From an optimization exercise on the open Yosys and OpenROAD flow, aimed at small area and a short achievable clock period; shortcuts taken in it are not production practice. Where RTL was checked, it was by simulation tests only, not by an equivalence proof against the original. Function not checked in runs 1 and 2: the RTL went through the layout flow alone. No activity file was given, so power comes from the tool's default toggle rates.

==> flow/design.v <==
`default_nettype none
package simd_pkg;
    localparam int NUM_LANES = 4;
    typedef logic [7:0]  byte_t;
    typedef logic [15:0] wide_t;
    typedef logic [31:0] word_t;
    typedef logic [3:0] lane_op_t;
    typedef logic [2:0] red_op_t;
    localparam lane_op_t OP_PASS = 4'd0;
    localparam lane_op_t OP_ADD  = 4'd1;
    localparam lane_op_t OP_SUB  = 4'd2;
    localparam lane_op_t OP_MUL  = 4'd3;
    localparam lane_op_t OP_MOVB = 4'd4;
    localparam lane_op_t OP_MAX  = 4'd5;
    localparam lane_op_t OP_MIN  = 4'd6;
    localparam lane_op_t OP_AND  = 4'd7;
    localparam lane_op_t OP_OR   = 4'd8;
    localparam lane_op_t OP_XOR  = 4'd9;
    localparam lane_op_t OP_NAND = 4'd10;
    localparam lane_op_t OP_NOR  = 4'd11;
    localparam lane_op_t OP_XNOR = 4'd12;
    localparam red_op_t RED_NONE = 3'd0;
    localparam red_op_t RED_SUM  = 3'd1;
    localparam red_op_t RED_MAX  = 3'd2;
    localparam red_op_t RED_MIN  = 3'd3;
    localparam red_op_t RED_XOR  = 3'd4;
    localparam int SMAX = 127;
    localparam int SMIN = -128;
    localparam int UMAX = 255;
    localparam int UMIN = 0;
endpackage
`default_nettype wire
`default_nettype none
module operand_stage (
    input  logic        clk,
    input  logic        rstn,
    input  logic        holdn,
    input  logic [31:0] ra,
    input  logic [31:0] rb,
    input  logic [31:0] bpv,
    input  logic [1:0]  bp,
    input  logic [3:0]  lane_op,
    input  logic [2:0]  red_op,
    input  logic        is_unsigned,
    input  logic        sat,
    input  logic        wen,
    output logic [simd_pkg::NUM_LANES-1:0][7:0] lane_a,
    output logic [simd_pkg::NUM_LANES-1:0][7:0] lane_b,
    output logic [3:0]  s1_lane_op,
    output logic [2:0]  s1_red_op,
    output logic        s1_unsigned,
    output logic        s1_sat,
    output logic        s1_clip_en,
    output logic        s1_clip_sub,
    output logic        s1_wen
);
    logic [31:0] s1_ra;
    logic [31:0] s1_rb;
    always_ff @(posedge clk) begin
        if (holdn) begin
            s1_ra       <= ra;
            s1_rb       <= rb;
            s1_lane_op  <= lane_op;
            s1_red_op   <= red_op;
            s1_unsigned <= is_unsigned;
            s1_sat      <= sat;
            s1_clip_en  <= sat & ((lane_op == simd_pkg::OP_ADD) |
                                  (lane_op == simd_pkg::OP_SUB) |
                                  (lane_op == simd_pkg::OP_MUL));
            s1_clip_sub <= (lane_op == simd_pkg::OP_SUB);
        end
    end
    always_ff @(posedge clk) begin
        if (!rstn)
            s1_wen <= 1'b0;
        else if (holdn)
            s1_wen <= wen;
    end
    assign lane_a = bp[0] ? bpv : s1_ra;
    assign lane_b = bp[1] ? bpv : s1_rb;
endmodule
`default_nettype wire
`default_nettype none
module lane_alu (
    input  logic        clk,
    input  logic        holdn,
    input  logic [7:0]  a,
    input  logic [7:0]  b,
    input  logic [3:0]  lane_op,
    input  logic        is_unsigned,
    output logic [15:0] lane_res
);
    logic        sg;
    logic        ax, bx;
    logic        do_sub;
    logic [9:0]  r;
    logic [15:0] p;
    logic        lt;
    logic [15:0] res_d;
    assign sg = ~is_unsigned;
    assign ax = sg & a[7];
    assign bx = sg & b[7];
    assign do_sub = (lane_op != simd_pkg::OP_ADD);
    assign r = {ax, ax, a} + ({bx, bx, b} ^ {10{do_sub}}) + {9'd0, do_sub};
    assign lt = r[9];
    lane_mul u_mul (
        .a  (a),
        .b  (b),
        .sg (sg),
        .p  (p)
    );
    always_comb begin
        case (lane_op)
            simd_pkg::OP_PASS: res_d = {{8{ax}}, a};
            simd_pkg::OP_ADD,
            simd_pkg::OP_SUB:  res_d = {{6{r[9]}}, r};
            simd_pkg::OP_MUL:  res_d = p;
            simd_pkg::OP_MOVB: res_d = {{8{bx}}, b};
            simd_pkg::OP_MAX:  res_d = lt ? {{8{bx}}, b} : {{8{ax}}, a};
            simd_pkg::OP_MIN:  res_d = lt ? {{8{ax}}, a} : {{8{bx}}, b};
            simd_pkg::OP_AND:  res_d = {8'h00, a & b};
            simd_pkg::OP_OR:   res_d = {8'h00, a | b};
            simd_pkg::OP_XOR:  res_d = {8'h00, a ^ b};
            simd_pkg::OP_NAND: res_d = {8'h00, ~(a & b)};
            simd_pkg::OP_NOR:  res_d = {8'h00, ~(a | b)};
            simd_pkg::OP_XNOR: res_d = {8'h00, ~(a ^ b)};
            default:           res_d = '0;
        endcase
    end
    always_ff @(posedge clk) begin
        if (holdn)
            lane_res <= res_d;
    end
endmodule
`default_nettype wire
`default_nettype none
module lane_mul (
    input  logic [7:0]  a,
    input  logic [7:0]  b,
    input  logic        sg,
    output logic [15:0] p
);
    logic t1, t2, t3, t4, t5, t6, t7, t8, t9, t10, t11, t12, t13, t14, t15, t16, t17, t18, t19, t20, t21, t22, t23, t24, t25, t26, t27, t28, t29, t30, t31, t32, t33, t34, t35, t36, t37, t38, t39, t40, t41, t42, t43, t44, t45, t46, t47, t48, t49, t50, t51, t52, t53, t54, t55, t56, t57, t58, t59, t60, t61, t62, t63, t64, t65, t66, t67, t68, t69, t70, t71, t72, t73, t74, t75, t76, t77, t78, t79, t80, t81, t82, t83, t84, t85, t86, t87, t88, t89, t90, t91, t92, t93, t94, t95, t96, t97, t98, t99, t100, t101, t102, t103, t104, t105, t106, t107, t108, t109, t110, t111, t112, t113, t114, t115, t116, t117, t118, t119, t120, t121, t122, t123, t124, t125, t126, t127, t128, t129, t130, t131, t132, t133, t134, t135, t136, t137, t138, t139, t140, t141, t142, t143, t144, t145, t146, t147, t148, t149, t150;
    logic [15:0] ra, rb;
    assign t1 = (a[0] & b[0]);
    assign t2 = (a[1] & b[0]);
    assign t3 = (a[0] & b[1]);
    assign t4 = (a[2] & b[0]);
    assign t5 = (a[1] & b[1]);
    assign t6 = (a[0] & b[2]);
    assign t7 = (a[3] & b[0]);
    assign t8 = (a[2] & b[1]);
    assign t9 = (a[1] & b[2]);
    assign t10 = (a[0] & b[3]);
    assign t11 = (a[4] & b[0]);
    assign t12 = (a[3] & b[1]);
    assign t13 = (a[2] & b[2]);
    assign t14 = (a[1] & b[3]);
    assign t15 = (a[0] & b[4]);
    assign t16 = (a[5] & b[0]);
    assign t17 = (a[4] & b[1]);
    assign t18 = (a[3] & b[2]);
    assign t19 = (a[2] & b[3]);
    assign t20 = (a[1] & b[4]);
    assign t21 = (a[0] & b[5]);
    assign t22 = (a[6] & b[0]);
    assign t23 = (a[5] & b[1]);
    assign t24 = (a[4] & b[2]);
    assign t25 = (a[3] & b[3]);
    assign t26 = (a[2] & b[4]);
    assign t27 = (a[1] & b[5]);
    assign t28 = (a[0] & b[6]);
    assign t29 = (a[7] & b[0] ^ sg);
    assign t30 = (a[6] & b[1]);
    assign t31 = (a[5] & b[2]);
    assign t32 = (a[4] & b[3]);
    assign t33 = (a[3] & b[4]);
    assign t34 = (a[2] & b[5]);
    assign t35 = (a[1] & b[6]);
    assign t36 = (a[0] & b[7] ^ sg);
    assign t37 = (a[7] & b[1] ^ sg);
    assign t38 = (a[6] & b[2]);
    assign t39 = (a[5] & b[3]);
    assign t40 = (a[4] & b[4]);
    assign t41 = (a[3] & b[5]);
    assign t42 = (a[2] & b[6]);
    assign t43 = (a[1] & b[7] ^ sg);
    assign t44 = sg;
    assign t45 = (a[7] & b[2] ^ sg);
    assign t46 = (a[6] & b[3]);
    assign t47 = (a[5] & b[4]);
    assign t48 = (a[4] & b[5]);
    assign t49 = (a[3] & b[6]);
    assign t50 = (a[2] & b[7] ^ sg);
    assign t51 = (a[7] & b[3] ^ sg);
    assign t52 = (a[6] & b[4]);
    assign t53 = (a[5] & b[5]);
    assign t54 = (a[4] & b[6]);
    assign t55 = (a[3] & b[7] ^ sg);
    assign t56 = (a[7] & b[4] ^ sg);
    assign t57 = (a[6] & b[5]);
    assign t58 = (a[5] & b[6]);
    assign t59 = (a[4] & b[7] ^ sg);
    assign t60 = (a[7] & b[5] ^ sg);
    assign t61 = (a[6] & b[6]);
    assign t62 = (a[5] & b[7] ^ sg);
    assign t63 = (a[7] & b[6] ^ sg);
    assign t64 = (a[6] & b[7] ^ sg);
    assign t65 = (a[7] & b[7]);
    assign t66 = sg;
    assign t67 = t22 ^ t23;
    assign t68 = t22 & t23;
    assign t69 = t29 ^ t30 ^ t31;
    assign t70 = (t29 & t30) | (t29 & t31) | (t30 & t31);
    assign t71 = t32 ^ t33;
    assign t72 = t32 & t33;
    assign t73 = t37 ^ t38 ^ t39;
    assign t74 = (t37 & t38) | (t37 & t39) | (t38 & t39);
    assign t75 = t40 ^ t41 ^ t42;
    assign t76 = (t40 & t41) | (t40 & t42) | (t41 & t42);
    assign t77 = t45 ^ t46 ^ t47;
    assign t78 = (t45 & t46) | (t45 & t47) | (t46 & t47);
    assign t79 = t11 ^ t12;
    assign t80 = t11 & t12;
    assign t81 = t16 ^ t17 ^ t18;
    assign t82 = (t16 & t17) | (t16 & t18) | (t17 & t18);
    assign t83 = t19 ^ t20;
    assign t84 = t19 & t20;
    assign t85 = t67 ^ t24 ^ t25;
    assign t86 = (t67 & t24) | (t67 & t25) | (t24 & t25);
    assign t87 = t26 ^ t27 ^ t28;
    assign t88 = (t26 & t27) | (t26 & t28) | (t27 & t28);
    assign t89 = t68 ^ t69 ^ t71;
    assign t90 = (t68 & t69) | (t68 & t71) | (t69 & t71);
    assign t91 = t34 ^ t35 ^ t36;
    assign t92 = (t34 & t35) | (t34 & t36) | (t35 & t36);
    assign t93 = t70 ^ t72 ^ t73;
    assign t94 = (t70 & t72) | (t70 & t73) | (t72 & t73);
    assign t95 = t75 ^ t43 ^ t44;
    assign t96 = (t75 & t43) | (t75 & t44) | (t43 & t44);
    assign t97 = t74 ^ t76 ^ t77;
    assign t98 = (t74 & t76) | (t74 & t77) | (t76 & t77);
    assign t99 = t48 ^ t49 ^ t50;
    assign t100 = (t48 & t49) | (t48 & t50) | (t49 & t50);
    assign t101 = t78 ^ t51 ^ t52;
    assign t102 = (t78 & t51) | (t78 & t52) | (t51 & t52);
    assign t103 = t53 ^ t54 ^ t55;
    assign t104 = (t53 & t54) | (t53 & t55) | (t54 & t55);
    assign t105 = t56 ^ t57 ^ t58;
    assign t106 = (t56 & t57) | (t56 & t58) | (t57 & t58);
    assign t107 = t7 ^ t8;
    assign t108 = t7 & t8;
    assign t109 = t79 ^ t13 ^ t14;
    assign t110 = (t79 & t13) | (t79 & t14) | (t13 & t14);
    assign t111 = t80 ^ t81 ^ t83;
    assign t112 = (t80 & t81) | (t80 & t83) | (t81 & t83);
    assign t113 = t82 ^ t84 ^ t85;
    assign t114 = (t82 & t84) | (t82 & t85) | (t84 & t85);
    assign t115 = t86 ^ t88 ^ t89;
    assign t116 = (t86 & t88) | (t86 & t89) | (t88 & t89);
    assign t117 = t90 ^ t92 ^ t93;
    assign t118 = (t90 & t92) | (t90 & t93) | (t92 & t93);
    assign t119 = t94 ^ t96 ^ t97;
    assign t120 = (t94 & t96) | (t94 & t97) | (t96 & t97);
    assign t121 = t98 ^ t100 ^ t101;
    assign t122 = (t98 & t100) | (t98 & t101) | (t100 & t101);
    assign t123 = t102 ^ t104 ^ t105;
    assign t124 = (t102 & t104) | (t102 & t105) | (t104 & t105);
    assign t125 = t106 ^ t60 ^ t61;
    assign t126 = (t106 & t60) | (t106 & t61) | (t60 & t61);
    assign t127 = t4 ^ t5;
    assign t128 = t4 & t5;
    assign t129 = t107 ^ t9 ^ t10;
    assign t130 = (t107 & t9) | (t107 & t10) | (t9 & t10);
    assign t131 = t108 ^ t109 ^ t15;
    assign t132 = (t108 & t109) | (t108 & t15) | (t109 & t15);
    assign t133 = t110 ^ t111 ^ t21;
    assign t134 = (t110 & t111) | (t110 & t21) | (t111 & t21);
    assign t135 = t112 ^ t113 ^ t87;
    assign t136 = (t112 & t113) | (t112 & t87) | (t113 & t87);
    assign t137 = t114 ^ t115 ^ t91;
    assign t138 = (t114 & t115) | (t114 & t91) | (t115 & t91);
    assign t139 = t116 ^ t117 ^ t95;
    assign t140 = (t116 & t117) | (t116 & t95) | (t117 & t95);
    assign t141 = t118 ^ t119 ^ t99;
    assign t142 = (t118 & t119) | (t118 & t99) | (t119 & t99);
    assign t143 = t120 ^ t121 ^ t103;
    assign t144 = (t120 & t121) | (t120 & t103) | (t121 & t103);
    assign t145 = t122 ^ t123 ^ t59;
    assign t146 = (t122 & t123) | (t122 & t59) | (t123 & t59);
    assign t147 = t124 ^ t125 ^ t62;
    assign t148 = (t124 & t125) | (t124 & t62) | (t125 & t62);
    assign t149 = t126 ^ t63 ^ t64;
    assign t150 = (t126 & t63) | (t126 & t64) | (t63 & t64);
    assign ra = {t66, t150, t148, t146, t144, t142, t140, t138, t136, t134, t132, t130, t128, t127, t2, t1};
    assign rb = {1'b0, t65, t149, t147, t145, t143, t141, t139, t137, t135, t133, t131, t129, t6, t3, 1'b0};
    assign p = ra + rb;
endmodule
`default_nettype wire
`default_nettype none
module reduction_stage (
    input  logic        clk,
    input  logic        rstn,
    input  logic        holdn,
    input  logic [simd_pkg::NUM_LANES-1:0][15:0] lane_res,
    input  logic [2:0]  red_op,
    input  logic        is_unsigned,
    input  logic        sat,
    input  logic        clip_en,
    input  logic        clip_sub,
    input  logic        wen,
    output logic [31:0] result,
    output logic        result_valid
);
    logic [2:0] s2_red_op;
    logic       s2_unsigned;
    logic       s2_sat;
    logic       s2_clip_en;
    logic       s2_clip_sub;
    logic       s2_wen;
    logic [15:0]        lv [simd_pkg::NUM_LANES];
    logic [16:0]        lane_x [simd_pkg::NUM_LANES];
    logic [18:0]        sum_x;
    logic [7:0]         sum_c8;
    logic               sum_hi, sum_lo;
    logic               is_min;
    logic [16:0]        m01, m23, mx;
    logic [7:0]         xor_b;
    logic [31:0]        pack_w;
    logic [31:0]        res_d;
    always_ff @(posedge clk) begin
        if (holdn) begin
            s2_red_op   <= red_op;
            s2_unsigned <= is_unsigned;
            s2_sat      <= sat;
            s2_clip_en  <= clip_en;
            s2_clip_sub <= clip_sub;
        end
    end
    always_ff @(posedge clk) begin
        if (!rstn)
            s2_wen <= 1'b0;
        else if (holdn)
            s2_wen <= wen;
    end
    function automatic logic lt17(input logic [16:0] x, input logic [16:0] y);
        logic l;
        l = 1'b0;
        for (int k = 0; k < 17; k++)
            if (k == 16)
                l = (x[k] & ~y[k]) | (~(x[k] ^ y[k]) & l);
            else
                l = (~x[k] & y[k]) | (~(x[k] ^ y[k]) & l);
        lt17 = l;
    endfunction
    always_comb begin
        for (int i = 0; i < simd_pkg::NUM_LANES; i++) begin
            logic       ovf;
            logic [7:0] c8;
            if (s2_unsigned) begin
                ovf = s2_clip_sub ? lane_res[i][15] : |lane_res[i][15:8];
                c8  = s2_clip_sub ? 8'h00 : 8'hff;
            end else begin
                ovf = ~((&lane_res[i][15:7]) | ~(|lane_res[i][15:7]));
                c8  = lane_res[i][15] ? 8'h80 : 8'h7f;
            end
            lv[i] = (s2_clip_en & ovf) ? {{8{~s2_unsigned & c8[7]}}, c8} : lane_res[i];
        end
        for (int i = 0; i < simd_pkg::NUM_LANES; i++) begin
            lane_x[i] = {~s2_unsigned & lv[i][15], lv[i]};
            pack_w[8*i +: 8] = lv[i][7:0];
        end
        xor_b = lv[0][7:0] ^ lv[1][7:0] ^ lv[2][7:0] ^ lv[3][7:0];
        sum_x = 19'($signed(lane_x[0])) + 19'($signed(lane_x[1])) +
                19'($signed(lane_x[2])) + 19'($signed(lane_x[3]));
        if (s2_unsigned) begin
            sum_hi = |sum_x[17:8];
            sum_lo = 1'b0;
        end else begin
            sum_hi = ~sum_x[18] & (|sum_x[17:7]);
            sum_lo = sum_x[18] & ~(&sum_x[17:7]);
        end
        sum_c8 = sum_hi ? {s2_unsigned, 7'h7f} : {~s2_unsigned, 7'h00};
        is_min = (s2_red_op == simd_pkg::RED_MIN);
        m01 = (lt17(lane_x[0], lane_x[1]) ^ is_min) ? lane_x[1] : lane_x[0];
        m23 = (lt17(lane_x[2], lane_x[3]) ^ is_min) ? lane_x[3] : lane_x[2];
        mx  = (lt17(m01, m23) ^ is_min) ? m23 : m01;
        case (s2_red_op)
            simd_pkg::RED_SUM: res_d = (s2_sat && (sum_hi || sum_lo)) ?
                                       {{24{~s2_unsigned & sum_c8[7]}}, sum_c8} :
                                       {{13{sum_x[18]}}, sum_x};
            simd_pkg::RED_MAX,
            simd_pkg::RED_MIN: res_d = {{15{mx[16]}}, mx};
            simd_pkg::RED_XOR: res_d = {24'd0, xor_b};
            default:           res_d = pack_w;
        endcase
    end
    always_ff @(posedge clk) begin
        if (holdn)
            result <= res_d;
    end
    always_ff @(posedge clk) begin
        if (!rstn)
            result_valid <= 1'b0;
        else if (holdn)
            result_valid <= s2_wen;
    end
endmodule
`default_nettype wire
`default_nettype none
module simd_unit (
    input  logic       clk,
    input  logic       rstn,
    input  logic       holdn,
    input  logic [31:0] ra,
    input  logic [31:0] rb,
    input  logic [3:0]  lane_op,
    input  logic [2:0]  red_op,
    input  logic       is_unsigned,
    input  logic       sat,
    input  logic       wen,
    input  logic [31:0] bpv,
    input  logic [1:0] bp,
    output logic [31:0] result,
    output logic       result_valid
);
    logic [simd_pkg::NUM_LANES-1:0][7:0]  lane_a;
    logic [simd_pkg::NUM_LANES-1:0][7:0]  lane_b;
    logic [simd_pkg::NUM_LANES-1:0][15:0] lane_res;
    logic [3:0] s1_lane_op;
    logic [2:0] s1_red_op;
    logic     s1_unsigned;
    logic     s1_sat;
    logic     s1_clip_en;
    logic     s1_clip_sub;
    logic     s1_wen;
    operand_stage u_operand_stage (
        .clk         (clk),
        .rstn        (rstn),
        .holdn       (holdn),
        .ra          (ra),
        .rb          (rb),
        .bpv         (bpv),
        .bp          (bp),
        .lane_op     (lane_op),
        .red_op      (red_op),
        .is_unsigned (is_unsigned),
        .sat         (sat),
        .wen         (wen),
        .lane_a      (lane_a),
        .lane_b      (lane_b),
        .s1_lane_op  (s1_lane_op),
        .s1_red_op   (s1_red_op),
        .s1_unsigned (s1_unsigned),
        .s1_sat      (s1_sat),
        .s1_clip_en  (s1_clip_en),
        .s1_clip_sub (s1_clip_sub),
        .s1_wen      (s1_wen)
    );
    for (genvar i = 0; i < simd_pkg::NUM_LANES; i++) begin : g_lane
        lane_alu u_lane_alu (
            .clk         (clk),
            .holdn       (holdn),
            .a           (lane_a[i]),
            .b           (lane_b[i]),
            .lane_op     (s1_lane_op),
            .is_unsigned (s1_unsigned),
            .lane_res    (lane_res[i])
        );
    end
    reduction_stage u_reduction_stage (
        .clk          (clk),
        .rstn         (rstn),
        .holdn        (holdn),
        .lane_res     (lane_res),
        .red_op       (s1_red_op),
        .is_unsigned  (s1_unsigned),
        .sat          (s1_sat),
        .clip_en      (s1_clip_en),
        .clip_sub     (s1_clip_sub),
        .wen          (s1_wen),
        .result       (result),
        .result_valid (result_valid)
    );
endmodule
`default_nettype wire
==> flow/run.sh <==
#!/bin/bash
# synth_recipe.tcl (not shown) runs the flow's synth.tcl, then flattens the netlist and writes it again
# the make line also repeats each setting of config.mk as NAME=value (left out here)
make -C /OpenROAD-flow-scripts/flow DESIGN_CONFIG=/design/flow/config.mk WORK_HOME=/design/flow/orfs CLKGATE_MAP_FILE= SYNTH_SCRIPT=/design/flow/synth_recipe.tcl finish
==> flow/constraint.sdc <==
create_clock -name core_clock -period 10.0 [get_ports {clk}]
set_input_delay 2.0000 -clock core_clock [delete_from_list [all_inputs] [get_ports {clk}]]
set_output_delay 2.0000 -clock core_clock [all_outputs]
set_load 0.01 [all_outputs]
==> flow/config.mk <==
export PLATFORM = sky130hd
export DESIGN_NAME = simd_unit
export DESIGN_NICKNAME = simd_unit
export VERILOG_FILES = /design/flow/design.v
export SDC_FILE = /design/flow/constraint.sdc
export NUM_CORES = 4
export LEC_CHECK = 0
export CAP_MARGIN = 20
export CORE_MARGIN = 2
export CORE_UTILIZATION = 40
export SLEW_MARGIN = 20
==> results of run 1 <==
==> per-layer routing <==
| metal | GRT usage [%] | up-vias | share of wire [%] |
|---|---|---|---|
| met5 | 0 | - | 0 |
| met4 | 10.8 | 0 | 3.4 |
| met3 | 4.38 | 181 | 7.1 |
| met2 | 46.3 | 974 | 48 |
| met1 | 35.9 | 10984 | 42 |
| li1 | - | 10398 | - |
==> synth_stat cells (36+ instances only) <==
cell,instances,area [um2]
sky130_fd_sc_hd__a21oi_1,195,976
sky130_fd_sc_hd__nand2_1,185,694
sky130_fd_sc_hd__clkbuf_1,93,349
sky130_fd_sc_hd__inv_1,430,1610
sky130_fd_sc_hd__o221ai_1,40,350
sky130_fd_sc_hd__xnor2_1,144,1260
sky130_fd_sc_hd__xor2_1,49,429
sky130_fd_sc_hd__ha_1,246,3080
sky130_fd_sc_hd__o211ai_1,36,270
sky130_fd_sc_hd__nor3_1,36,180
sky130_fd_sc_hd__a21o_1,47,353
sky130_fd_sc_hd__fa_1,183,3660
sky130_fd_sc_hd__nor2_1,314,1180
sky130_fd_sc_hd__o21ai_0,115,576
sky130_fd_sc_hd__mux2i_1,116,1160
sky130_fd_sc_hd__nand3_1,45,225
sky130_fd_sc_hd__edfxtp_1,178,5350
==> stage by stage <==
stage                     cells  setup WS, ns  hold WS [ns]  area [um2]  total power [mW]
after floorplan            2915          1.86         0.400       25100              5.19
after global placement     3871          1.62         0.408       27900              6.81
after detailed placement   3871          1.47         0.405       27900              6.88
after CTS                  3903          1.60         0.425       28500              7.61
after global routing       3903         0.909         0.429       28500              8.31
final                      3904          1.46         0.423       28500              7.64
==> logic make-up after synthesis <==
logic type | count (synthesis) | share of synthesized area, %
flip-flops | 181 | 21.5
AO/OA/AOI/OAI | 698 | 18.3
XOR/XNOR | 193 | 6.72
buffers and inverters | 549 | 8.23
AND/OR/NAND/NOR | 735 | 13.1
multiplexers | 130 | 5.29
adder cells (fa/ha/maj) | 429 | 26.8
==> flip-flops by register name, summed over array words and instances (netlist names), 3 cells and up <==
register                     flops
u_reduction_stage.result        32
u_operand_stage.s1_rb           32
u_reduction_stage.s2_red_op      3
g_lane.u_lane_alu.lane_res      64
u_operand_stage.s1_red_op        3
u_operand_stage.s1_ra           32
u_operand_stage.s1_lane_op       4
==> how the worst max path moves through the flow <==
stage,startpoint,cells past startpoint,slack (ns),to
2_1_floorplan,bp[1],21,1.86,g_lane[0].u_lane_alu.lane_res[15]
3_3_place_gp,bp[0],20,1.62,g_lane[1].u_lane_alu.lane_res[15]
3_5_place_dp,bp[1],20,1.47,g_lane[1].u_lane_alu.lane_res[15]
4_1_cts,u_reduction_stage.s2_unsigned,23,1.60,u_reduction_stage.result[25]
5_1_grt,u_reduction_stage.s2_unsigned,23,0.91,u_reduction_stage.result[26]
6_report,u_reduction_stage.s2_unsigned,23,1.46,u_reduction_stage.result[26]
==> cell type report <==
| type | instances | area share [%] |
|---|---|---|
| Clock buffer | 17 | 1.49 |
| Multi-Input combinational cell | 2185 | 62.2 |
| Inverter | 431 | 5.68 |
| Timing Repair Buffer | 237 | 7.48 |
| Sequential cell | 181 | 19.0 |
| Antenna cell | 1 | 0.00879 |
| Tap cell | 837 | 3.68 |
| Clock inverter | 15 | 0.474 |
==> worst max-delay path: stages (launching register included) <==
cell and delay, ns:
sky130_fd_sc_hd__edfxtp_1 0.69, sky130_fd_sc_hd__nand2b_1 0.27, sky130_fd_sc_hd__nor3_1 0.10, sky130_fd_sc_hd__o32ai_2 0.71, sky130_fd_sc_hd__inv_1 0.28, sky130_fd_sc_hd__a21oi_1 0.56
sky130_fd_sc_hd__ha_1 0.34, sky130_fd_sc_hd__o21ai_0 0.18, sky130_fd_sc_hd__a211oi_1 0.09, sky130_fd_sc_hd__o22a_1 0.23, sky130_fd_sc_hd__a221oi_1 0.43, sky130_fd_sc_hd__and2_1 0.58
sky130_fd_sc_hd__mux2_2 0.43, sky130_fd_sc_hd__ha_1 0.32, sky130_fd_sc_hd__a21o_1 0.16, sky130_fd_sc_hd__a2111oi_0 0.42, sky130_fd_sc_hd__nor2_1 0.14, sky130_fd_sc_hd__a2111o_1 0.42
sky130_fd_sc_hd__and3_1 0.22, sky130_fd_sc_hd__a311o_1 0.35, sky130_fd_sc_hd__nor4b_4 0.29, sky130_fd_sc_hd__mux2i_1 0.26, sky130_fd_sc_hd__o32a_1 0.59, sky130_fd_sc_hd__o21ai_1 0.17
==> where the power goes <==
part	total (mW)	switching (mW)	internal, mW
Clock	0.682	0.354	0.328
Combinational	5.90	3.59	2.31
Sequential	1.06	0.0707	0.989
==> flow_metrics.env, run 1 <==
export IMPL_final_hold_violation_count=0
export IMPL_slew_viol_final=0
export IMPL_dieArea_um2=64900
export IMPL_dr_total_vias=22537
export IMPL_leakage_nw=12.9
export IMPL_data_required_critical_path_ns=10.21
export IMPL_min_delay_start="u_operand_stage.s1_red_op[0]"
export IMPL_timing_critical_path_from_type="flop"
export IMPL_first_pass_iters=9
export IMPL_whs_path_depth=0
export IMPL_place_gp_congestion=0.987
export IMPL_drcViolationCount=0
export IMPL_antenna_found_initial=2
export IMPL_antenna_left=0
export IMPL_place_port_buffers=143
export IMPL_cts_post_setup_buffers_inserted=0
export IMPL_post_dp_hpwl_mm=69.1
export IMPL_drt_first_iter_violations=2211
export IMPL_core_region_area_um2=61900
export IMPL_routedWlPerCell_um=22.7
export IMPL_chipWidth_um=255
export IMPL_rrSetupSlack_ns=1.46
export IMPL_critical_path_endpoint_type="flop"
export IMPL_mappedNetlistArea_um2=25100
export IMPL_tns_ns=0
export IMPL_tritoncts="done"
export IMPL_postSynthRegisterBits=181
export IMPL_yosysWarningCount=5
export IMPL_ctsResizeCount=0
export IMPL_syn_mean_instance_area_um2=8.63
export IMPL_first_global_vias=22804
export IMPL_arr_time_crit_path_ns=8.75
export IMPL_skew_ns=0.0192
export IMPL_hold_endpoint="u_reduction_stage.s2_red_op[0]"
export IMPL_fillers=6128
export IMPL_layout_common_cells="sky130_fd_sc_hd__inv_1 (429), sky130_fd_sc_hd__nor2_1 (313), sky130_fd_sc_hd__ha_1 (246)"
export IMPL_layout_commonest_cell="sky130_fd_sc_hd__inv_1"
export IMPL_r2r_start="u_reduction_stage.s2_unsigned"
export IMPL_power_density_nw_per_um2=268
export IMPL_postLayoutCoreUtil_pct=46.0
export IMPL_synth_sequential_area_ratio_pct=21.5
export IMPL_gr_total_overflow=0
export IMPL_start_util_pct=40.6
export IMPL_floorplan_rows=91
export IMPL_layout_area_overhead_vs_synth_pct=13.3
export IMPL_status="finished clean"
export IMPL_numCtsBuffers=17
export IMPL_sink_count_of_the_clock_tree=181
export IMPL_layout_area_seq_um2=5410
export IMPL_grt_max_degree=123
export IMPL_netlist_cell_type_count=80
export IMPL_io_pin_count=144
export IMPL_die_height_um=255
export IMPL_rsz0062_at_grt="false"
export IMPL_wire_length_of_the_first_global_routing_pass_mm=136
export IMPL_timing_reg2reg_worst_path_depth=23
export IMPL_synth_flop_cell="sky130_fd_sc_hd__edfxtp_1"
export IMPL_relSlewSlack_pct=26.3
export IMPL_worst_pin_slew_ns=1.09
export IMPL_min_period_ns=8.54
export IMPL_worst_setup_path_type="reg2reg"
export IMPL_cts_path_max_buffers=2
export IMPL_synth_enable_flop_cells=178
export IMPL_reported_max_cap_violation_count=0
export IMPL_htree_levels=4
export IMPL_track_usage_pct=27.7
export IMPL_min_period_over_period_pct=85.4
export IMPL_nNetsFinal=3593
export IMPL_ys_async_sr_fraction_pct=0
export IMPL_worstSkewPairLatency_ns=0.50
export IMPL_highest_clock_rate_mhz=117
export IMPL_layout_drive_gt1_share_pct=5.54
export IMPL_synth_net_count=3455
export IMPL_multi_input_area_um2=17700
export IMPL_synthCells=2915
export IMPL_drt_total_wl_mm=88.7
export IMPL_path_clk_slew_ns=0.07
export IMPL_final_count_of_negative_setup_slack_endpoints=0
export IMPL_worstHoldPathType="reg2reg"
export IMPL_worst_ir_drop_vdd_mv=0.208
export IMPL_post_drt_via_cell_ratio=5.77
export IMPL_cp_max_fanout=18
export IMPL_hold_buffer_count_at_cts=0
export IMPL_cts_root_buf="sky130_fd_sc_hd__clkbuf_16"
export IMPL_worst_r2r_endpoint="u_reduction_stage.result[26]"
==> inputs of run 2 (changes only) <==
--- a/flow/config.mk
+++ b/flow/config.mk
@@ -8,4 +8,6 @@
 export CAP_MARGIN = 20
 export CORE_MARGIN = 2
 export CORE_UTILIZATION = 40
+export SETUP_SLACK_MARGIN = 3
 export SLEW_MARGIN = 20
+export TNS_END_PERCENT = 100
==> run 2 against run 1 <==
Synthesized cell count stayed put. Sequential power is essentially flat. Wire length up 3.6%. Total power is 8.7% higher. Non-clock buffer count rose by 104. Critical path depth up 4. Design area is 8.3% higher. Global-route usage grew 0.51 points. Critical endpoint is now u_reduction_stage.result[28].
==> flow_metrics.env, run 2 <==
export IMPL_gr_total_overflow=0
export IMPL_layout_area_seq_um2=5410
export IMPL_nNetsFinal=3699
export IMPL_tritoncts="done"
export IMPL_relSlewSlack_pct=18.0
export IMPL_data_required_critical_path_ns=10.21
export IMPL_final_count_of_negative_setup_slack_endpoints=0
export IMPL_timing_critical_path_from_type="flop"
export IMPL_synth_simple_gate_area_share_pct=13.1
export IMPL_first_global_vias=23347
export IMPL_routedWlPerCell_um=22.9
export IMPL_track_usage_pct=28.2
export IMPL_reported_max_cap_violation_count=0
export IMPL_status="finished clean"
export IMPL_core_region_area_um2=61900
export IMPL_synth_largest_area_cell="sky130_fd_sc_hd__edfxtp_1"
export IMPL_dominant_cell_by_count_in_the_synthesized_netlist="sky130_fd_sc_hd__inv_1"
export IMPL_cts_path_max_buffers=2
export IMPL_cp_max_fanout=10
export IMPL_top_cells_by_count_synth="sky130_fd_sc_hd__inv_1 (430), sky130_fd_sc_hd__nor2_1 (314), sky130_fd_sc_hd__ha_1 (246)"
export IMPL_synth_net_count=3455
export IMPL_synth_top_area_share_pct=21.3
export IMPL_synth_enable_flop_cells=178
export IMPL_cts_root_buf="sky130_fd_sc_hd__clkbuf_16"
export IMPL_min_period_over_period_pct=70.6
export IMPL_place_port_buffers=143
export IMPL_floorplan_rows=91
export IMPL_drt_first_iter_violations=2251
export IMPL_die_height_um=255
export IMPL_antenna_left=0
export IMPL_rsz0062_at_grt="true"
export IMPL_dieArea_um2=64900
export IMPL_min_period_ns=7.06
export IMPL_synth_compound_area_share_pct=18.3
export IMPL_start_util_pct=40.6
export IMPL_chipWidth_um=255
export IMPL_largest_family_of_logic_cells_by_synthesized_area="adder cells"
export IMPL_sink_count_of_the_clock_tree=181
export IMPL_final_design_area_no_fill_um2=30800
export IMPL_power_density_nw_per_um2=269
export IMPL_drcViolationCount=0
export IMPL_arr_time_crit_path_ns=7.27
export IMPL_post_drt_via_cell_ratio=5.81
export IMPL_netlist_top_cells_area="sky130_fd_sc_hd__edfxtp_1 (21%), sky130_fd_sc_hd__fa_1 (15%), sky130_fd_sc_hd__ha_1 (12%)"
export IMPL_worstSkewPairLatency_ns=0.50
export IMPL_postSynthRegisterBits=181
export IMPL_synth_flop_cell="sky130_fd_sc_hd__edfxtp_1"
export IMPL_antenna_found_initial=2
export IMPL_highest_clock_rate_mhz=142
export IMPL_numCtsBuffers=17
export IMPL_tns_ns=0
export IMPL_fillers=5814
export IMPL_layout_drive_gt1_share_pct=13.9
export IMPL_drt_total_wl_mm=91.9
export IMPL_multi_input_area_um2=19100
export IMPL_mappedNetlistArea_um2=25100
export IMPL_ys_async_sr_fraction_pct=0
export IMPL_netlist_cell_type_count=80
export IMPL_layout_area_overhead_vs_synth_pct=22.7
export IMPL_design_power_total_mw=8.31
export IMPL_synthMuxAreaShare_pct=5.29
export IMPL_flip_flop_count_of_the_largest_register_after_layout=64
export IMPL_path_clk_slew_ns=0.09
export IMPL_layout_common_cells="sky130_fd_sc_hd__inv_1 (422), sky130_fd_sc_hd__nor2_1 (308), sky130_fd_sc_hd__ha_1 (232)"
export IMPL_synth_sequential_area_ratio_pct=21.5
export IMPL_wire_length_of_the_first_global_routing_pass_mm=138
export IMPL_io_pin_count=144
export IMPL_skew_ns=0.0210
export IMPL_place_gp_congestion=1.02
export IMPL_post_dp_hpwl_mm=68.4
export IMPL_dr_total_vias=23293
export IMPL_worstHoldPathType="reg2reg"
export IMPL_worst_setup_path_type="reg2reg"
export IMPL_worst_pin_slew_ns=1.22
export IMPL_synth_adder_area_share_pct=26.8
export IMPL_grt_max_degree=77
export IMPL_placedInstanceArea_um2=28000
export IMPL_yosys_area_share_xor_xnor_pct=6.72
export IMPL_regMostFlops="g_lane.u_lane_alu.lane_res"
export IMPL_worst_ir_drop_vdd_mv=0.174
export IMPL_yosysWarningCount=5
export IMPL_final_hold_violation_count=0
export IMPL_antenna_cells=0
export IMPL_synthCells=2915
export IMPL_leakage_nw=13.7
export IMPL_first_pass_iters=6
export IMPL_slew_viol_final=0
export IMPL_htree_levels=4
export IMPL_layout_commonest_cell="sky130_fd_sc_hd__inv_1"
export IMPL_syn_mean_instance_area_um2=8.63
export IMPL_critical_path_endpoint_type="flop"
[run 2: changes by cell type in the layout (fill, tap and decap cells not counted), sizes merged]
cell      previous run  this run
buf                 96       198
bufinv               0         1
clkbuf              18        21
clkinv               4         6
clkinvlp             3         1
diode                1         0
inv                439       437
o211a                3         4
o32a                 1         2
[run 2: kinds of logic after synthesis]
group | count (synthesis)
AND/OR/NAND/NOR | 735
AO/OA/AOI/OAI | 698
buffers and inverters | 549
adder cells (fa/ha/maj) | 429
XOR/XNOR | 193
flip-flops | 181
multiplexers | 130
[run 2: report_power, final]
group          internal (mW)  total, mW  switching [mW]
Combinational           2.71       6.49            3.78
Sequential             0.989       1.07          0.0845
Clock                  0.361      0.741           0.380
[run 2: cell type report]
type / count / area share (%)
clock buffers: 18 / 1.39
clock inverters: 14 / 0.588
inverters: 431 / 5.27
multi-input cells: 2187 / 62.0
flip-flops and latches: 181 / 17.5
well taps: 837 / 3.40
repair buffers: 341 / 9.88
[run 2: per-stage QoR]
stage | std cells | util [%] | hold slack (ns) | worst slack (ns)
6_report | 4009 | 49.8 | 0.423 | 2.94
5_1_grt | 4009 | 49.8 | 0.420 | 2.82
4_1_cts | 3943 | 47.7 | 0.420 | 2.75
3_5_place_dp | 3851 | 45.2 | 0.408 | 1.18
3_3_place_gp | 3851 | 45.2 | 0.406 | 1.35
2_1_floorplan | 2915 | - | 0.400 | 2.99
[run 2: per-layer routing]
metal | vias to the layer above | global-route usage, % | part of all wire [%]
li1 | 10626 | - | -
met1 | 11359 | 36.5 | 41
met2 | 1054 | 46.7 | 48
met5 | - | 0 | 0.012
met4 | 2 | 12.8 | 4.5
met3 | 252 | 3.96 | 6.6
[run 2: critical path, stage by stage (launching register included)]
cell	delay, ns
sky130_fd_sc_hd__edfxtp_1	0.42
sky130_fd_sc_hd__or4_4	0.56
sky130_fd_sc_hd__nor4_4	0.25
sky130_fd_sc_hd__o21ai_0	0.15
sky130_fd_sc_hd__nand2_2	0.11
sky130_fd_sc_hd__buf_4	0.19
sky130_fd_sc_hd__a21oi_1	0.19
sky130_fd_sc_hd__ha_1	0.24
sky130_fd_sc_hd__a211o_1	0.29
sky130_fd_sc_hd__a311o_1	0.37
sky130_fd_sc_hd__a211o_1	0.32
sky130_fd_sc_hd__a21o_1	0.20
sky130_fd_sc_hd__and2_4	0.17
sky130_fd_sc_hd__buf_6	0.13
sky130_fd_sc_hd__buf_12	0.14
sky130_fd_sc_hd__mux2i_4	0.19
sky130_fd_sc_hd__ha_4	0.27
sky130_fd_sc_hd__o21a_1	0.17
sky130_fd_sc_hd__nor2_2	0.12
sky130_fd_sc_hd__nor3_2	0.06
sky130_fd_sc_hd__a2111o_1	0.46
sky130_fd_sc_hd__and3_4	0.20
sky130_fd_sc_hd__a311o_1	0.32
sky130_fd_sc_hd__nor4b_4	0.28
sky130_fd_sc_hd__buf_4	0.19
sky130_fd_sc_hd__mux2i_4	0.33
sky130_fd_sc_hd__o32a_4	0.34
sky130_fd_sc_hd__o21ai_2	0.08
[run 2: final timing paths]
kind	from	end	slack, ns	cells after the start
setup / recovery	g_lane[0].u_lane_alu.lane_res[11]	u_reduction_stage.result[28]	2.94	27
hold / removal	u_operand_stage.s1_red_op[0]	u_reduction_stage.s2_red_op[0]	0.42	0
setup reg to reg	g_lane[0].u_lane_alu.lane_res[11]	u_reduction_stage.result[28]	2.94	27
hold reg to reg	u_operand_stage.s1_red_op[0]	u_reduction_stage.s2_red_op[0]	0.42	0
[run 2: what timing repair did]
item | 4_1_cts | 5_1_grt
hold buffers | 0 | 0
gates resized for setup | 112 | 161
pin swaps | 11 | 44
setup endpoints to repair | 61 | 49
cloned | 2 | 1
setup buffers | 58 | 65
==> inputs of run 3 (changes only) <==
--- a/flow/design.v
+++ b/flow/design.v
@@ -50,8 +50,6 @@
     output logic [2:0]  s1_red_op,
     output logic        s1_unsigned,
     output logic        s1_sat,
-    output logic        s1_clip_en,
-    output logic        s1_clip_sub,
     output logic        s1_wen
 );
     logic [31:0] s1_ra;
@@ -64,10 +62,6 @@
             s1_red_op   <= red_op;
             s1_unsigned <= is_unsigned;
             s1_sat      <= sat;
-            s1_clip_en  <= sat & ((lane_op == simd_pkg::OP_ADD) |
-                                  (lane_op == simd_pkg::OP_SUB) |
-                                  (lane_op == simd_pkg::OP_MUL));
-            s1_clip_sub <= (lane_op == simd_pkg::OP_SUB);
         end
     end
     always_ff @(posedge clk) begin
@@ -110,22 +104,35 @@
         .p  (p)
     );
     always_comb begin
+        logic [3:0] tt;
+        logic       ext;
+        logic       sel_ab;
+        logic       is_logic;
+        is_logic = 1'b0;
+        sel_ab   = 1'b0;
         case (lane_op)
-            simd_pkg::OP_PASS: res_d = {{8{ax}}, a};
-            simd_pkg::OP_ADD,
-            simd_pkg::OP_SUB:  res_d = {{6{r[9]}}, r};
-            simd_pkg::OP_MUL:  res_d = p;
-            simd_pkg::OP_MOVB: res_d = {{8{bx}}, b};
-            simd_pkg::OP_MAX:  res_d = lt ? {{8{bx}}, b} : {{8{ax}}, a};
-            simd_pkg::OP_MIN:  res_d = lt ? {{8{ax}}, a} : {{8{bx}}, b};
-            simd_pkg::OP_AND:  res_d = {8'h00, a & b};
-            simd_pkg::OP_OR:   res_d = {8'h00, a | b};
-            simd_pkg::OP_XOR:  res_d = {8'h00, a ^ b};
-            simd_pkg::OP_NAND: res_d = {8'h00, ~(a & b)};
-            simd_pkg::OP_NOR:  res_d = {8'h00, ~(a | b)};
-            simd_pkg::OP_XNOR: res_d = {8'h00, ~(a ^ b)};
-            default:           res_d = '0;
+            simd_pkg::OP_PASS: begin tt = 4'b1100; sel_ab = 1'b1; end
+            simd_pkg::OP_MOVB: begin tt = 4'b1010; sel_ab = 1'b1; end
+            simd_pkg::OP_MAX:  begin tt = lt ? 4'b1010 : 4'b1100; sel_ab = 1'b1; end
+            simd_pkg::OP_MIN:  begin tt = lt ? 4'b1100 : 4'b1010; sel_ab = 1'b1; end
+            simd_pkg::OP_AND:  begin tt = 4'b1000; is_logic = 1'b1; end
+            simd_pkg::OP_OR:   begin tt = 4'b1110; is_logic = 1'b1; end
+            simd_pkg::OP_XOR:  begin tt = 4'b0110; is_logic = 1'b1; end
+            simd_pkg::OP_NAND: begin tt = 4'b0111; is_logic = 1'b1; end
+            simd_pkg::OP_NOR:  begin tt = 4'b0001; is_logic = 1'b1; end
+            simd_pkg::OP_XNOR: begin tt = 4'b1001; is_logic = 1'b1; end
+            default:           tt = 4'b0000;
         endcase
+        ext = sel_ab & tt[{ax, bx}];
+        if (lane_op == simd_pkg::OP_MUL)
+            res_d = p;
+        else if (lane_op == simd_pkg::OP_ADD || lane_op == simd_pkg::OP_SUB)
+            res_d = {{6{r[9]}}, r};
+        else begin
+            for (int k = 0; k < 8; k++)
+                res_d[k] = tt[{a[k], b[k]}];
+            res_d[15:8] = {8{ext}};
+        end
     end
     always_ff @(posedge clk) begin
         if (holdn)
@@ -294,7 +301,103 @@
     assign t150 = (t126 & t63) | (t126 & t64) | (t63 & t64);
     assign ra = {t66, t150, t148, t146, t144, t142, t140, t138, t136, t134, t132, t130, t128, t127, t2, t1};
     assign rb = {1'b0, t65, t149, t147, t145, t143, t141, t139, t137, t135, t133, t131, t129, t6, t3, 1'b0};
-    assign p = ra + rb;
+    logic [15:0] g0, p0;
+    assign g0 = ra & rb;
+    assign p0 = ra ^ rb;
+    logic gg1, pp1;
+    assign gg1 = g0[1] | (p0[1] & g0[0]);
+    assign pp1 = p0[1] & p0[0];
+    logic gg2, pp2;
+    assign gg2 = g0[3] | (p0[3] & g0[2]);
+    assign pp2 = p0[3] & p0[2];
+    logic gg3, pp3;
+    assign gg3 = g0[5] | (p0[5] & g0[4]);
+    assign pp3 = p0[5] & p0[4];
+    logic gg4, pp4;
+    assign gg4 = g0[7] | (p0[7] & g0[6]);
+    assign pp4 = p0[7] & p0[6];
+    logic gg5, pp5;
+    assign gg5 = g0[9] | (p0[9] & g0[8]);
+    assign pp5 = p0[9] & p0[8];
+    logic gg6, pp6;
+    assign gg6 = g0[11] | (p0[11] & g0[10]);
+    assign pp6 = p0[11] & p0[10];
+    logic gg7, pp7;
+    assign gg7 = g0[13] | (p0[13] & g0[12]);
+    assign pp7 = p0[13] & p0[12];
+    logic gg8, pp8;
+    assign gg8 = g0[15] | (p0[15] & g0[14]);
+    assign pp8 = p0[15] & p0[14];
+    logic gg9, pp9;
+    assign gg9 = gg2 | (pp2 & gg1);
+    assign pp9 = pp2 & pp1;
+    logic gg10, pp10;
+    assign gg10 = gg4 | (pp4 & gg3);
+    assign pp10 = pp4 & pp3;
+    logic gg11, pp11;
+    assign gg11 = gg6 | (pp6 & gg5);
+    assign pp11 = pp6 & pp5;
+    logic gg12, pp12;
+    assign gg12 = gg8 | (pp8 & gg7);
+    assign pp12 = pp8 & pp7;
+    logic gg13, pp13;
+    assign gg13 = gg10 | (pp10 & gg9);
+    assign pp13 = pp10 & pp9;
+    logic gg14, pp14;
+    assign gg14 = gg12 | (pp12 & gg11);
+    assign pp14 = pp12 & pp11;
+    logic gg15, pp15;
+    assign gg15 = gg14 | (pp14 & gg13);
+    assign pp15 = pp14 & pp13;
+    logic gg16, pp16;
+    assign gg16 = gg11 | (pp11 & gg13);
+    assign pp16 = pp11 & pp13;
+    logic gg17, pp17;
+    assign gg17 = gg3 | (pp3 & gg9);
+    assign pp17 = pp3 & pp9;
+    logic gg18, pp18;
+    assign gg18 = gg5 | (pp5 & gg13);
+    assign pp18 = pp5 & pp13;
+    logic gg19, pp19;
+    assign gg19 = gg7 | (pp7 & gg16);
+    assign pp19 = pp7 & pp16;
+    logic gg20, pp20;
+    assign gg20 = g0[2] | (p0[2] & gg1);
+    assign pp20 = p0[2] & pp1;
+    logic gg21, pp21;
+    assign gg21 = g0[4] | (p0[4] & gg9);
+    assign pp21 = p0[4] & pp9;
+    logic gg22, pp22;
+    assign gg22 = g0[6] | (p0[6] & gg17);
+    assign pp22 = p0[6] & pp17;
+    logic gg23, pp23;
+    assign gg23 = g0[8] | (p0[8] & gg13);
+    assign pp23 = p0[8] & pp13;
+    logic gg24, pp24;
+    assign gg24 = g0[10] | (p0[10] & gg18);
+    assign pp24 = p0[10] & pp18;
+    logic gg25, pp25;
+    assign gg25 = g0[12] | (p0[12] & gg16);
+    assign pp25 = p0[12] & pp16;
+    logic gg26, pp26;
+    assign gg26 = g0[14] | (p0[14] & gg19);
+    assign pp26 = p0[14] & pp19;
+    assign p[0] = p0[0];
+    assign p[1] = p0[1] ^ g0[0];
+    assign p[2] = p0[2] ^ gg1;
+    assign p[3] = p0[3] ^ gg20;
+    assign p[4] = p0[4] ^ gg9;
+    assign p[5] = p0[5] ^ gg21;
+    assign p[6] = p0[6] ^ gg17;
+    assign p[7] = p0[7] ^ gg22;
+    assign p[8] = p0[8] ^ gg13;
+    assign p[9] = p0[9] ^ gg23;
+    assign p[10] = p0[10] ^ gg18;
+    assign p[11] = p0[11] ^ gg24;
+    assign p[12] = p0[12] ^ gg16;
+    assign p[13] = p0[13] ^ gg25;
+    assign p[14] = p0[14] ^ gg19;
+    assign p[15] = p0[15] ^ gg26;
 endmodule
 `default_nettype wire
 `default_nettype none
@@ -306,8 +409,7 @@
     input  logic [2:0]  red_op,
     input  logic        is_unsigned,
     input  logic        sat,
-    input  logic        clip_en,
-    input  logic        clip_sub,
+    input  logic [3:0]  lane_op,
     input  logic        wen,
     output logic [31:0] result,
     output logic        result_valid
@@ -333,8 +435,10 @@
             s2_red_op   <= red_op;
             s2_unsigned <= is_unsigned;
             s2_sat      <= sat;
-            s2_clip_en  <= clip_en;
-            s2_clip_sub <= clip_sub;
+            s2_clip_en  <= sat & ((lane_op == simd_pkg::OP_ADD) |
+                                  (lane_op == simd_pkg::OP_SUB) |
+                                  (lane_op == simd_pkg::OP_MUL));
+            s2_clip_sub <= (lane_op == simd_pkg::OP_SUB);
         end
     end
     always_ff @(posedge clk) begin
@@ -431,8 +535,6 @@
     logic [2:0] s1_red_op;
     logic     s1_unsigned;
     logic     s1_sat;
-    logic     s1_clip_en;
-    logic     s1_clip_sub;
     logic     s1_wen;
     operand_stage u_operand_stage (
         .clk         (clk),
@@ -453,8 +555,6 @@
         .s1_red_op   (s1_red_op),
         .s1_unsigned (s1_unsigned),
         .s1_sat      (s1_sat),
-        .s1_clip_en  (s1_clip_en),
-        .s1_clip_sub (s1_clip_sub),
         .s1_wen      (s1_wen)
     );
     for (genvar i = 0; i < simd_pkg::NUM_LANES; i++) begin : g_lane
@@ -476,8 +576,7 @@
         .red_op       (s1_red_op),
         .is_unsigned  (s1_unsigned),
         .sat          (s1_sat),
-        .clip_en      (s1_clip_en),
-        .clip_sub     (s1_clip_sub),
+        .lane_op      (s1_lane_op),
         .wen          (s1_wen),
         .result       (result),
         .result_valid (result_valid)
--- a/flow/config.mk
+++ b/flow/config.mk
@@ -5,9 +5,10 @@
 export SDC_FILE = /design/flow/constraint.sdc
 export NUM_CORES = 4
 export LEC_CHECK = 0
+export ABC_AREA = 1
 export CAP_MARGIN = 20
 export CORE_MARGIN = 2
 export CORE_UTILIZATION = 40
-export SETUP_SLACK_MARGIN = 3
+export SETUP_SLACK_MARGIN = 5
 export SLEW_MARGIN = 20
 export TNS_END_PERCENT = 100
==> run 3 against run 2 <==
Die area down 11%. Clock skew is 0.00065 ns higher. Global-route usage down 0.80 points. Total power rose by 9.2%. First-iteration DRC count decreased by 16%. Synthesized cell count shrank 1.5%. Register-to-register slack lost 0.08 ns. Highest routed layer is now met4.
==> flow_metrics.env, run 3 <==
export IMPL_status="finished clean"
export IMPL_floorplan_rows=86
export IMPL_tns_ns=0
export IMPL_leakage_nw=15.2
export IMPL_synth_enable_flop_cells=176
export IMPL_synth_largest_area_cell="sky130_fd_sc_hd__edfxtp_1"
export IMPL_worst_pin_slew_ns=1.07
export IMPL_sink_count_of_the_clock_tree=179
export IMPL_post_dp_hpwl_mm=53.7
export IMPL_io_pin_count=144
export IMPL_chipWidth_um=240
export IMPL_dr_total_vias=22340
export IMPL_mappedNetlistArea_um2=22200
export IMPL_routedWlPerCell_um=19.3
export IMPL_min_period_ns=7.14
export IMPL_regMostFlops="g_lane.u_lane_alu.lane_res"
export IMPL_path_common_cell="sky130_fd_sc_hd__nand2_1"
export IMPL_netlist_top_cells_area="sky130_fd_sc_hd__edfxtp_1 (24%), sky130_fd_sc_hd__fa_1 (19%), sky130_fd_sc_hd__ha_1 (10%)"
export IMPL_arr_time_crit_path_ns=7.38
export IMPL_path_clk_slew_ns=0.07
export IMPL_layout_commonest_cell="sky130_fd_sc_hd__inv_1"
export IMPL_first_global_vias=22337
export IMPL_cts_root_buf="sky130_fd_sc_hd__clkbuf_16"
export IMPL_design_power_total_mw=9.07
export IMPL_final_hold_violation_count=0
export IMPL_drcViolationCount=0
export IMPL_relSlewSlack_pct=27.6
export IMPL_layout_drive_gt1_share_pct=32.2
export IMPL_first_pass_iters=5
export IMPL_ys_async_sr_fraction_pct=0
export IMPL_final_count_of_negative_setup_slack_endpoints=0
export IMPL_final_design_area_no_fill_um2=32400
export IMPL_timing_critical_path_from_type="flop"
export IMPL_top_cells_by_count_synth="sky130_fd_sc_hd__inv_1 (568), sky130_fd_sc_hd__nand2_1 (520), sky130_fd_sc_hd__o21ai_0 (303)"
export IMPL_layout_cells_non_filler=4178
export IMPL_postSynthRegisterBits=179
export IMPL_antenna_left=0
export IMPL_power_density_nw_per_um2=280
export IMPL_layout_common_cells="sky130_fd_sc_hd__inv_1 (475), sky130_fd_sc_hd__nand2_1 (420), sky130_fd_sc_hd__buf_4 (295)"
export IMPL_worst_ir_drop_vdd_mv=0.198
export IMPL_layout_area_overhead_vs_synth_pct=45.9
export IMPL_worst_path_largest_cell_delay_ns=0.47
export IMPL_worstSkewPairLatency_ns=0.51
export IMPL_htree_levels=4
export IMPL_whs_ns=0.431
export IMPL_synth_simple_gate_area_share_pct=17.5
export IMPL_hold_buffer_count_at_cts=0
export IMPL_worst_setup_path_type="reg2reg"
export IMPL_cp_max_fanout=8
export IMPL_tritoncts="done"
export IMPL_slew_viol_final=0
export IMPL_drt_first_iter_violations=1893
export IMPL_die_height_um=240
export IMPL_place_gp_congestion=0.984
export IMPL_cpMaxStageDelayCell="sky130_fd_sc_hd__edfxtp_1"
export IMPL_antenna_cells=0
export IMPL_drt_total_wl_mm=80.6
export IMPL_rrSetupSlack_ns=2.86
export IMPL_critPathCapture="u_reduction_stage.result[29]"
export IMPL_dp_cells=3713
export IMPL_data_required_critical_path_ns=10.24
export IMPL_r2r_start="u_reduction_stage.s2_unsigned"
export IMPL_grt_max_degree=76
export IMPL_placedInstanceArea_um2=25300
export IMPL_pre_cts_ws_ns=1.83
export IMPL_post_drt_via_cell_ratio=5.35
export IMPL_gr_total_overflow=0
export IMPL_highest_clock_rate_mhz=140
export IMPL_start_util_pct=40.4
export IMPL_synth_compound_area_share_pct=14.0
export IMPL_nNetsFinal=3915
export IMPL_place_port_buffers=143
export IMPL_cts_path_max_buffers=2
export IMPL_synth_top_area_share_pct=23.8
export IMPL_synthCells=2872
export IMPL_dieArea_um2=57500
export IMPL_timing_reg2reg_worst_path_depth=85
export IMPL_skew_ns=0.0216
export IMPL_yosys_area_share_xor_xnor_pct=4.34
export IMPL_yosysWarningCount=5
export IMPL_syn_mean_instance_area_um2=7.74
export IMPL_postLayoutCoreUtil_pct=58.9
export IMPL_finalWorstSetupSlack_ns=2.86
export IMPL_flip_flop_count_of_the_largest_register_after_layout=64
export IMPL_core_region_area_um2=55000
export IMPL_synth_sequential_area_ratio_pct=24.1
export IMPL_dominant_cell_by_count_in_the_synthesized_netlist="sky130_fd_sc_hd__inv_1"
export IMPL_min_period_over_period_pct=71.4
export IMPL_largest_family_of_logic_cells_by_synthesized_area="adder cells"
export IMPL_rsz0062_at_grt="true"
export IMPL_critical_path_endpoint_type="flop"
export IMPL_synth_adder_area_share_pct=28.7
export IMPL_track_usage_pct=27.4
export IMPL_numCtsBuffers=17
export IMPL_antenna_found_initial=0
export IMPL_synth_net_count=3369
export IMPL_synth_flop_cell="sky130_fd_sc_hd__edfxtp_1"
export IMPL_worst_r2r_endpoint="u_reduction_stage.result[29]"
export IMPL_worstHoldPathType="reg2reg"
export IMPL_netlist_cell_type_count=46
export IMPL_crit_path_start="u_reduction_stage.s2_unsigned"
export IMPL_synthMuxAreaShare_pct=0
export IMPL_reported_max_cap_violation_count=0
export IMPL_wire_length_of_the_first_global_routing_pass_mm=120
## run 3: cell count changes in the layout (fill, tap and decap cells not counted), sizes merged, moves of 98 or more
cell / delta
nand2: +343
buf: +262
o21ai: +220
inv: +154
mux2i: -121
xnor2: -98
## run 3: cell type report
class | count | area (um2)
fillers | 4610 | 22600
multi-input cells | 2026 | 17500
repair buffers | 602 | 5760
flip-flops and latches | 179 | 5350
inverters | 591 | 2270
well taps | 748 | 936
clock buffers | 18 | 429
clock inverters | 13 | 174
repair inverters | 1 | 6.26
## run 3: kinds of logic (layout without fill, tap and decap cells)
group / count (synthesis) / in the layout
compound gates: 585 / 585
xor+xnor: 110 / 110
fa+ha+maj: 386 / 386
buf+inv: 669 / 1225
flops: 179 / 179
simple gates: 943 / 945
## run 3: where the power goes
group / leakage, nW / internal (mW) / switching (mW)
clock: 0.290 / 0.396 / 0.330
sequential: 1.78 / 0.976 / 0.0608
combinational: 13.1 / 3.47 / 3.84
total: 15.2 / 4.84 / 4.23
## run 3: critical path: cells and delay by family, from the launching register on
kind | cells | cell delay, ns
and+or+nand+nor | 76 | 4.99
buffers and inverters | 5 | 0.52
adders and majority gates | 2 | 0.48
DFF | 1 | 0.47
AOI/OAI and AO/OA | 2 | 0.39
## run 3: worst min-delay path by stage
stage | start | to | slack [ns] | cells past startpoint
2_1_floorplan | u_operand_stage.s1_red_op[0] | u_reduction_stage.s2_red_op[0] | 0.40 | 0
3_3_place_gp | u_operand_stage.s1_red_op[2] | u_reduction_stage.s2_red_op[2] | 0.42 | 0
3_5_place_dp | u_operand_stage.s1_red_op[2] | u_reduction_stage.s2_red_op[2] | 0.41 | 0
4_1_cts | u_operand_stage.s1_red_op[2] | u_reduction_stage.s2_red_op[2] | 0.44 | 0
5_1_grt | u_operand_stage.s1_red_op[2] | u_reduction_stage.s2_red_op[2] | 0.44 | 0
6_report | u_operand_stage.s1_red_op[2] | u_reduction_stage.s2_red_op[2] | 0.43 | 0
## run 3: what timing repair did
item | in CTS | in global routing
resized for setup | 586 | 239
pin swaps | 257 | 228
endpoints found under the setup margin | 96 | 96
buffers inserted | 358 | 66
gates cloned | 9 | 0
## run 3: metal layers
metal  vias up  GRT usage, %  routed length [um]
li1      10296             -                   -
met1     10705          34.8               33100
met2      1057          45.3               38300
met3       282          5.31                5610
met4         0          12.1                3610
met5         -             0                   0
==> inputs of run 4 (changes only) <==
--- a/flow/config.mk
+++ b/flow/config.mk
@@ -9,6 +9,6 @@
 export CAP_MARGIN = 20
 export CORE_MARGIN = 2
 export CORE_UTILIZATION = 40
-export SETUP_SLACK_MARGIN = 5
+export SETUP_SLACK_MARGIN = 3
 export SLEW_MARGIN = 20
 export TNS_END_PERCENT = 100
==> run 4 against run 3 <==
Count of clock-buffer cells in the layout is 1 lower. Critical endpoint is now u_reduction_stage.result[17]. Clock power fell by 1%. Register-to-register slack got worse by 0.03 ns. Worst setup slack lost 0.031 ns. Combinational power is 34% lower. Sequential power is essentially flat. Design area decreased by 18%. Final cell count decreased by 8.2%. Wire length fell by 14%.
==> flow_metrics.env, run 4 <==
export IMPL_worst_setup_path_type="reg2reg"
export IMPL_worstSkewPairLatency_ns=0.50
export IMPL_yosysWarningCount=5
export IMPL_track_usage_pct=24.5
export IMPL_layout_area_overhead_vs_synth_pct=20.1
export IMPL_critical_path_endpoint_type="flop"
export IMPL_cp_max_fanout=14
export IMPL_fillers=5337
export IMPL_path_clk_slew_ns=0.07
export IMPL_worst_path_largest_cell_delay_ns=0.49
export IMPL_cts_path_max_buffers=2
export IMPL_dominant_cell_by_count_in_the_synthesized_netlist="sky130_fd_sc_hd__inv_1"
export IMPL_cts_root_buf="sky130_fd_sc_hd__clkbuf_16"
export IMPL_highest_clock_rate_mhz=139
export IMPL_timing_reg2reg_worst_path_depth=42
export IMPL_dr_total_vias=20109
export IMPL_postSynthRegisterBits=179
export IMPL_final_design_area_no_fill_um2=26700
export IMPL_rrSetupSlack_ns=2.82
export IMPL_die_height_um=240
export IMPL_dp_cells=3727
export IMPL_floorplan_rows=86
export IMPL_tns_ns=0
export IMPL_chipWidth_um=240
export IMPL_drt_total_wl_mm=69.5
export IMPL_rsz0062_at_grt="true"
export IMPL_worst_ir_drop_vdd_mv=0.169
export IMPL_placedInstanceArea_um2=24700
export IMPL_drt_first_iter_violations=1793
export IMPL_layout_commonest_cell="sky130_fd_sc_hd__inv_1"
export IMPL_power_density_nw_per_um2=246
export IMPL_antenna_cells=0
export IMPL_synth_flop_cell="sky130_fd_sc_hd__edfxtp_1"
export IMPL_place_port_buffers=143
export IMPL_worstHoldPathType="reg2reg"
export IMPL_top_cells_by_count_synth="sky130_fd_sc_hd__inv_1 (568), sky130_fd_sc_hd__nand2_1 (520), sky130_fd_sc_hd__o21ai_0 (303)"
export IMPL_post_dp_hpwl_mm=53.8
export IMPL_grt_max_degree=74
export IMPL_core_region_area_um2=55000
export IMPL_first_pass_iters=7
export IMPL_wire_length_of_the_first_global_routing_pass_mm=108
export IMPL_synth_net_count=3369
export IMPL_min_period_ns=7.18
export IMPL_r2r_start="u_reduction_stage.s2_unsigned"
export IMPL_synth_sequential_area_ratio_pct=24.1
export IMPL_reported_max_cap_violation_count=0
export IMPL_cpMaxStageDelayCell="sky130_fd_sc_hd__edfxtp_1"
export IMPL_layout_drive_gt1_share_pct=11.1
export IMPL_post_drt_via_cell_ratio=5.24
export IMPL_synthCells=2872
export IMPL_arr_time_crit_path_ns=7.41
export IMPL_leakage_nw=12.8
export IMPL_routedWlPerCell_um=18.1
export IMPL_path_common_cell="sky130_fd_sc_hd__nand2_1"
export IMPL_postLayoutCoreUtil_pct=48.5
export IMPL_gr_total_overflow=0
export IMPL_dieArea_um2=57500
export IMPL_regMostFlops="g_lane.u_lane_alu.lane_res"
export IMPL_netlist_cell_type_count=46
export IMPL_timing_critical_path_from_type="flop"
export IMPL_design_power_total_mw=6.58
export IMPL_slew_viol_final=0
export IMPL_final_count_of_negative_setup_slack_endpoints=0
export IMPL_antenna_left=0
export IMPL_syn_mean_instance_area_um2=7.74
export IMPL_nNetsFinal=3572
export IMPL_hold_endpoint="u_reduction_stage.s2_red_op[2]"
export IMPL_io_pin_count=144
export IMPL_skew_ns=0.0166
export IMPL_antenna_found_initial=0
export IMPL_worst_pin_slew_ns=1.20
export IMPL_whs_path_depth=0
export IMPL_numCtsBuffers=17
export IMPL_layout_area_seq_um2=5350
export IMPL_mappedNetlistArea_um2=22200
export IMPL_drcViolationCount=0
export IMPL_synth_largest_area_cell="sky130_fd_sc_hd__edfxtp_1"
export IMPL_final_hold_violation_count=0
export IMPL_flip_flop_count_of_the_largest_register_after_layout=64
export IMPL_multi_input_area_um2=15200
export IMPL_layout_common_cells="sky130_fd_sc_hd__inv_1 (554), sky130_fd_sc_hd__nand2_1 (486), sky130_fd_sc_hd__o21ai_0 (272)"
export IMPL_status="finished clean"
export IMPL_min_period_over_period_pct=71.8
export IMPL_htree_levels=4
export IMPL_sink_count_of_the_clock_tree=179
export IMPL_first_global_vias=19746
export IMPL_tritoncts="done"
export IMPL_data_required_critical_path_ns=10.23
export IMPL_synth_top_area_share_pct=23.8
export IMPL_min_delay_start="u_operand_stage.s1_red_op[2]"
export IMPL_worst_r2r_endpoint="u_reduction_stage.result[17]"
export IMPL_relSlewSlack_pct=19.7
export IMPL_ys_async_sr_fraction_pct=0
export IMPL_place_gp_congestion=0.960
export IMPL_netlist_top_cells_area="sky130_fd_sc_hd__edfxtp_1 (24%), sky130_fd_sc_hd__fa_1 (19%), sky130_fd_sc_hd__ha_1 (10%)"
export IMPL_layout_cells_non_filler=3836
export IMPL_hold_buffer_count_at_cts=0
export IMPL_synth_enable_flop_cells=176
export IMPL_start_util_pct=40.4
run 4: cell counts after synthesis:
Identical to the previous run, type by type.
run 4: what timing repair did:
| item | 4_1_cts | 5_1_grt |
|---|---|---|
| pin swaps | 21 | 42 |
| buffers inserted | 41 | 31 |
| gates resized for setup | 138 | 78 |
| gates cloned | 4 | 1 |
| endpoints found under the setup margin | 56 | 52 |
run 4: area by class of cell:
class	instances	area share [%]
repair inverters	2	0.0375
inverters	591	8.41
clock inverters	15	0.628
repair buffers	258	9.02
flip-flops and latches	179	20.0
clock buffers	17	1.59
multi-input cells	2026	56.8
well taps	748	3.51
run 4: critical path, delay by kind of cell, from the launching register on:
kind / cells / cell delay (ns)
AO/OA/AOI/OAI: 13 / 2.31
AND/OR/NAND/NOR: 18 / 1.66
adder cells (fa/ha/maj): 3 / 1.25
buffers and inverters: 7 / 1.00
flip-flops: 1 / 0.49
XOR/XNOR: 1 / 0.18
run 4: report_power, final:
group / switching [mW] / leakage, nW / internal [mW] / total (mW)
clock: 0.341 / 0.297 / 0.375 / 0.716
sequential: 0.0587 / 1.78 / 0.975 / 1.03
combinational: 2.87 / 10.7 / 1.96 / 4.83
total: 3.27 / 12.8 / 3.31 / 6.58
run 4: worst max path at each step:
stage                                              from                           endpoint  slack, ns  cells past startpoint
after floorplan                                   bp[1]  g_lane[3].u_lane_alu.lane_res[14]       3.00                     22
after global placement    u_reduction_stage.s2_unsigned       u_reduction_stage.result[21]       1.41                     85
after detailed placement  u_reduction_stage.s2_unsigned       u_reduction_stage.result[18]       1.28                     85
after CTS                 u_reduction_stage.s2_unsigned       u_reduction_stage.result[26]       2.89                     87
after global routing      u_reduction_stage.s2_unsigned       u_reduction_stage.result[26]       2.11                     87
final                     u_reduction_stage.s2_unsigned       u_reduction_stage.result[17]       2.82                     42
run 4: cell families after synthesis:
kind of cell	share of synthesized area (%)
XOR/XNOR	4.34
flip-flops	24.1
AND/OR/NAND/NOR	17.5
AO/OA/AOI/OAI	14.0
buffers and inverters	11.3
adder cells (fa/ha/maj)	28.7
run 4: routing by layer:
metal	track usage, %	wire [um]	vias up	part of all wire [%]
li1	-	-	9591	-
met1	32.7	30200	9629	43
met2	40.4	32800	761	47
met3	3.11	4270	128	6.1
met4	9.22	2230	0	3.2
met5	0	0	-	0
run 4: stage by stage:
stage / worst slack (ns) / hold slack (ns)
finish: 2.82 / 0.434
global route: 2.11 / 0.447
CTS: 2.89 / 0.439
detailed placement: 1.28 / 0.419
global placement: 1.41 / 0.411
floorplan: 3.00 / 0.400

port drivers added, routing unchanged:
No port has a modelled driver above. Below, the same layouts with a new extraction and two added sets of constraints.
Step 1 (the two cells are an assumption about what drives the block):
set clk [get_ports {clk}]
set_driving_cell -lib_cell sky130_fd_sc_hd__clkbuf_16 $clk
set_driving_cell -lib_cell sky130_fd_sc_hd__buf_2 [delete_from_list [all_inputs] $clk]
Step 2 times the ports against the registers' clock, not the clock port: input delays grow and output delays shrink by t, the midpoint of the rising clock arrivals with the driver on.
Three values: ideal, step 1, step 2; two values: the first two.
run | t, ns | setup slack, ns | hold WS [ns] | clock arrival spread, ns | worst slew at a driven data input, ns
run 1 | 0.556 | 1.458 / 1.458 / 1.436 | 0.423 / 0.423 / 0.423 | 0.022 / 0.023 | 0.04
run 2 | 0.557 | 2.939 / 2.939 / 2.508 | 0.423 / 0.423 / 0.423 | 0.021 / 0.021 | 0.06
run 3 | 0.563 | 2.856 / 2.856 / 2.856 | 0.431 / 0.431 / 0.431 | 0.022 / 0.022 | 0.26
run 4 | 0.554 | 2.824 / 2.824 / 2.694 | 0.434 / 0.434 / 0.434 | 0.016 / 0.017 | 0.06
After both steps every run listed still meets setup and hold. The setup slack of run 2, which loses most, moves by 0.000 ns with the drivers and by -0.431 ns with both steps.
